Source: an optimization exercise on an open RTL-to-GDS flow (aim: a short achievable clock period and few clock cycles). Production flows keep margins and buffers that such runs may drop. RTL that was checked went through simulation tests only; none was proved equivalent to the original. No activity file was given, so power comes from the tool's default toggle rates.

## riscv_pipe_top
module riscv_pipe_top (
    input  logic                clk,
    input  logic                rst,
    output logic [32-1:0] imem_addr,
    input  logic [32-1:0] imem_data,
    output logic [32-1:0] dmem_addr,
    output logic                dmem_read,
    output logic                dmem_write,
    output logic [32-1:0] dmem_wdata,
    input  logic [32-1:0] dmem_rdata
);
Size: ~8100 cells after synthesis, about 2000 flip-flops, about 160 I/O pins, about 98000 sq um of cells after synthesis.
export LEC_CHECK = 0
export ABC_CLOCK_PERIOD_IN_PS = 3000
export CAP_MARGIN = 20
export CELL_PAD_IN_SITES_DETAIL_PLACEMENT = 2
export CELL_PAD_IN_SITES_GLOBAL_PLACEMENT = 2
export CORE_MARGIN = 2
export CORE_UTILIZATION = 30
export SLEW_MARGIN = 20
export TNS_END_PERCENT = 100
create_clock -name core_clock -period 11.0 [get_ports {clk}]
standard.sh (not shown) runs the stock make flow with config.mk's settings and CLKGATE_MAP_FILE= SYNTH_SCRIPT=/design/flow/synth_recipe.tcl, a recipe that flattens the netlist after the stock synthesis.
==> flow/flow/run.sh <==
#!/bin/bash
# Standard layout, with repair_timing aiming for setup slack well above zero.
set -uo pipefail
bash standard.sh SETUP_SLACK_MARGIN=7.5 finish > standard_flow.log 2>&1
The starting point completed with no timing, DRC or antenna violations.
==> next run, changes <==
==> flow/run.sh (new file) <==
#!/bin/bash
# synth_recipe.tcl (not shown) runs the flow's synth.tcl, then flattens the netlist and writes it again
# the make line also repeats each setting of config.mk as NAME=value (left out here)
make -C /OpenROAD-flow-scripts/flow DESIGN_CONFIG=/design/flow/config.mk WORK_HOME=/design/flow/orfs CLKGATE_MAP_FILE= SYNTH_SCRIPT=/design/flow/synth_recipe.tcl finish
--- a/flow/config.mk
+++ b/flow/config.mk
@@ -12,4 +12,5 @@
 export CORE_MARGIN = 2
 export CORE_UTILIZATION = 30
+export SETUP_SLACK_MARGIN = 5
 export SLEW_MARGIN = 20
 export TNS_END_PERCENT = 100
removed: flow/flow/run.sh
removed: flow/standard.sh
Effect:
- The changed run finished clean
- maximum frequency falls by about a fifth
- setup slack gets worse by 1100 ps
- register-to-register slack gets worse by 1100 ps
- sequential share of layout area rises by 3.7 points
- via count falls by a few percent
- global-route usage falls by 1.7 points
- die area is unchanged
- core utilization falls by 3.3 points
No functional check of the RTL was part of any run of this note.


pepper:
riscv_pipe_top, a different RTL version from the one above (not shown whole).
Size: ~8,900 cells after synthesis, about 160 I/O pins.
export LEC_CHECK = 0
export ABC_CLOCK_PERIOD_IN_PS = 3000
export CAP_MARGIN = 20
export CELL_PAD_IN_SITES_DETAIL_PLACEMENT = 2
export CELL_PAD_IN_SITES_GLOBAL_PLACEMENT = 2
export CORE_MARGIN = 2
export CORE_UTILIZATION = 30
export SLEW_MARGIN = 20
export TNS_END_PERCENT = 10
create_clock -name core_clock -period 11.0 [get_ports {clk}]
==> flow/flow/run.sh <==
#!/bin/bash
# The standard layout (standard.sh, unchanged synthesis), with repair_timing
# told to keep setup slack well above zero so the achieved period shrinks.
# The make run's full output (every ORFS step's tool output) goes to standard_flow.log;
# each step's own log is also under orfs/logs/.
set -uo pipefail
bash standard.sh SETUP_SLACK_MARGIN=6.7 finish > standard_flow.log 2>&1
Testbench counts of pepper, summed over its fixed seeds: cycles 101,589.
#### Input delta (umber over pepper)
- a change of TNS_END_PERCENT from 10 to 100
-- flow/flow/run.sh --
<<< pepper, line 7
bash standard.sh SETUP_SLACK_MARGIN=6.7 finish > standard_flow.log 2>&1
>>> umber, line 7
bash standard.sh SETUP_SLACK_MARGIN=8.0 finish > standard_flow.log 2>&1
==> comparison <==
- Tightest hold margin essentially unchanged between umber and pepper.
- Taking pepper as the reference point, the fraction of power consumed by the clock network of umber falls by 3.4 points.
- Against pepper, power in umber rose by a few percent.
[inputs] cedar vs umber
- a change of TNS_END_PERCENT from 100 to 20
-- flow/flow/run.sh --
<<< umber, line 7
bash standard.sh SETUP_SLACK_MARGIN=8.0 finish > standard_flow.log 2>&1
>>> cedar, line 7
bash standard.sh SETUP_SLACK_MARGIN=7.0 finish > standard_flow.log 2>&1
cedar vs umber — global-route wire length before repair dropped slightly
The sequential fraction of design power in cedar was higher than what umber gave.
| total power of the final layout | cedar vs umber | 2.3% lower |
Comparing cedar and umber, the higher non-clock buffer count in the final layout is on umber.
Relative to umber, the net switching power of the design measured on cedar has decreased by a few percent.
Changes in maple relative to cedar:
- a change of TNS_END_PERCENT from 20 to 5
Results
Total power: maple below cedar. Looking at met2 track demand over resource in global routing across cedar and maple, the one that comes out lower is maple. Any difference in latest clock arrival within the worst-skew pair between maple and cedar is small enough to ignore. maple finished end to end and its layout was clean on timing, DRC and antenna.
#### Input delta (quartz over maple)
- TNS_END_PERCENT changed from 5 to 100
-- flow/flow/run.sh --
<<< maple, line 7
bash standard.sh SETUP_SLACK_MARGIN=7.0 finish > standard_flow.log 2>&1
>>> quartz, line 7
bash standard.sh SETUP_SLACK_MARGIN=7.5 finish > standard_flow.log 2>&1
--- outcome ---
Diff quartz..maple | cts-stage hold buffer count | unchanged. quartz: routed length per instance lower than maple. Final total power of quartz exceeds that of maple by a few percent. Layout overhead on the synthesized area: quartz vs maple — no meaningful difference. The placed cell count was comparable across quartz and maple. Taking maple as the reference, in quartz power per cell area shows an increase of 2.2%; combined area of the multi-input logic cells shows an increase of 1100 um2; count of flip-flops and latches shows no meaningful change.

static timing again, ports no longer ideal:
The flow's constraints put no driver on any port. The routed layouts listed below were extracted and timed again, unchanged, in two steps.
Step 1, drivers: a clkbuf_16 drives clk and a buf_2 each remaining input, both assumed.
Step 2 adds t to the input delays and takes it off the output delays; t is the mean of the earliest and latest rising clock arrival at the registers after step 1. Input paths then give back, and output paths get back, about the clock's delay inside the block.
Three values: ideal ports, drivers, drivers and shift; two values: the first two.
run	t, ns	setup slack, ns	worst setup path after step 2	slew at the worst register clock pin (ns)	pins driven straight from the clock port
the first run of note 1	0.993	6.388 / 6.388 / 6.388	register to register	0.07 / 0.07	1
the second run of note 1	0.996	5.307 / 5.307 / 5.307	register to register	0.07 / 0.07	1
pepper	1.010	6.451 / 6.446 / 5.474	input to register	0.08 / 0.08	1
umber	1.046	6.278 / 6.278 / 5.441	input to register	0.07 / 0.07	1
cedar	0.998	6.475 / 6.525 / 5.527	input to register	0.08 / 0.08	1
maple	1.015	6.526 / 6.532 / 5.552	input to register	0.08 / 0.08	1
quartz	1.040	6.421 / 6.433 / 5.421	input to register	0.07 / 0.07	1
After both steps setup and hold are still met in every run listed. For quartz, which loses most, drivers alone change the setup slack by +0.012 ns; drivers and shift together by -1.000 ns.
